What follows belongs to an exercise in optimizing a design on an open flow for small area, a short achievable clock period and few clock cycles; a production flow would make more cautious choices.
In this exercise RTL edits were held to simulation tests only and were not proved equivalent to the original.
Power is estimated from default activity; no workload was simulated.

run C:
Design stack_cpu, start of the top module:
module stack_cpu (
    input  logic        clk,
    input  logic        reset,
    output logic [23:0] flash_addr,
    output logic        flash_enable,
    input  logic [7:0]  flash_data,
    input  logic        flash_ready,
    output logic [7:0]  uart_data,
    output logic        uart_send,
    input  logic        uart_busy,
    output logic        halted
);
    localparam logic [3:0] l_hold = 4'b1010;
    localparam logic [3:0] l_sec  = 4'b1100;
    localparam logic [3:0] l_and  = 4'b1000;
    localparam logic [3:0] l_or   = 4'b1110;
    localparam logic [3:0] l_xor  = 4'b0110;
    localparam logic [3:0] l_xnor = 4'b1001;
    localparam logic [3:0] l_not  = 4'b0101;
    localparam logic [3:0] l_zero = 4'b0000;
    localparam logic [2:0] f_idle = 3'd0;    
    localparam logic [2:0] f_r1   = 3'd1;    
    localparam logic [2:0] f_r2   = 3'd2;    
    localparam logic [2:0] f_chk  = 3'd3;    
    localparam logic [2:0] f_hold = 3'd4;    
    logic [2:0]  fst;
    logic        hold_mode;
    logic        low_seen;
    logic        got;           
    logic        fail;
    logic [3:0]  c_lo;          
    logic [3:0]  c_hi;          
    logic        c_alo;         
    logic        c_ahi;         
    logic        c_sub;         
    logic        c_fsel;        
    logic        c_fz;          
    logic        c_flt;         
    logic        c_sgn;         
    logic        c_push;        
  ...
Settings: LEC_CHECK=0, CAP_MARGIN=20, CORE_MARGIN=2, CORE_UTILIZATION=40, CTS_CLUSTER_DIAMETER=150, CTS_CLUSTER_SIZE=25, SETUP_SLACK_MARGIN=5, SLEW_MARGIN=20; clock period 8.0 ns.
run.sh (not shown) runs the stock make flow with config.mk's settings and CLKGATE_MAP_FILE= SYNTH_SCRIPT=/design/flow/synth_recipe.tcl, a recipe that flattens the netlist after the stock synthesis.
Testbench counts of run C, summed over its fixed seeds: cycles 321,388.
The inputs of run E differ from those of run C as listed below.
- SETUP_SLACK_MARGIN no longer set, was 5
==> flow/flow/run.sh (new file) <==
#!/bin/bash
set -euo pipefail
bash standard.sh SETUP_SLACK_MARGIN=5.3 "BUFFER_PORTS_ARGS=-buffer_cell sky130_fd_sc_hd__buf_2" finish > standard_flow.log 2>&1
==> flow/standard.sh (new file) <==
#!/bin/bash
# synth_recipe.tcl (not shown) runs the flow's synth.tcl, then flattens the netlist and writes it again
# the make line also repeats each setting of config.mk as NAME=value (left out here)
make -C /OpenROAD-flow-scripts/flow DESIGN_CONFIG=/design/flow/config.mk WORK_HOME=/design/flow/orfs CLKGATE_MAP_FILE= SYNTH_SCRIPT=/design/flow/synth_recipe.tcl "${@:-finish}"
removed: flow/run.sh
==> summary.txt <==
Run E: no failed stages, no open violations at the end. The run showing the greater number of global-route vias before repair is run E. [compare] base=run C new=run E: all-layer global routing usage moved up; share of total power in the clock network flat; met3 layer wire length in the routed design rose by 500 µm. Against run C, run E comes in 2.7 points lower on ratio of final minimum period to clock period.

* * *

Another version of the RTL of stack_cpu (not shown whole).
Size: roughly 1,400 cells after synthesis, roughly 360 flip-flops, about 47 I/O pins, roughly 16,000 µm² of cells after synthesis.
export LEC_CHECK = 0
export CAP_MARGIN = 20
export CORE_MARGIN = 2
export CORE_UTILIZATION = 40
export CTS_CLUSTER_DIAMETER = 150
export CTS_CLUSTER_SIZE = 25
export SLEW_MARGIN = 20
create_clock -name core_clock -period 8.0 [get_ports {clk}]
standard.sh (not shown) runs the stock make flow with config.mk's settings and CLKGATE_MAP_FILE= SYNTH_SCRIPT=/design/flow/synth_recipe.tcl, a recipe that flattens the netlist after the stock synthesis.
==> flow/flow/run.sh <==
#!/bin/bash
set -euo pipefail
bash standard.sh SETUP_SLACK_MARGIN=5.35 "BUFFER_PORTS_ARGS=-buffer_cell sky130_fd_sc_hd__buf_2" finish > standard_flow.log 2>&1
Testbench counts at the start, summed over its fixed seeds: cycles 320,946.
Change:
==> flow/flow/run.sh (replaced) <==
#!/bin/bash
set -euo pipefail
bash standard.sh SETUP_SLACK_MARGIN=5.4 "BUFFER_PORTS_ARGS=-buffer_cell sky130_fd_sc_hd__buf_2" finish > standard_flow.log 2>&1
=>
- design area goes up by about 0.44%
- setup slack gains 22 ps
- register-to-register slack gains 20 ps

## separate check: timing with driven ports
In the flow no input, the clock included, has a driving cell. The finished layouts below were timed again as built, in two steps.
Step 1: set_driving_cell puts a clkbuf_16 on clk and a buf_2 on each other input, an assumption about the parent block.
Step 2 moves the port delays by t, midway between the first and last clock arrival at a register: inputs arrive t later, outputs are due t later. That takes back most of the time a late clock gives input paths.
Three values: ideal ports, drivers, drivers and shift; two values: the first two.
| run | shift t [ns] | slack for setup (ns) | clock arrival spread, ns | pins driven straight from the clock port |
|---|---|---|---|---|
| run C | 0.567 | 5.051 / 5.079 / 4.512 | 0.031 / 0.031 | 1 |
| run E | 0.582 | 5.270 / 5.242 / 4.695 | 0.026 / 0.026 | 1 |
| the first run of note 2 | 0.576 | 5.310 / 5.285 / 4.881 | 0.047 / 0.047 | 1 |
| the second run of note 2 | 0.578 | 5.332 / 5.280 / 4.968 | 0.046 / 0.046 | 1 |
After both steps every run listed still meets setup and hold. The setup slack of run E, which loses most, moves by -0.028 ns with the drivers and by -0.575 ns with both steps.
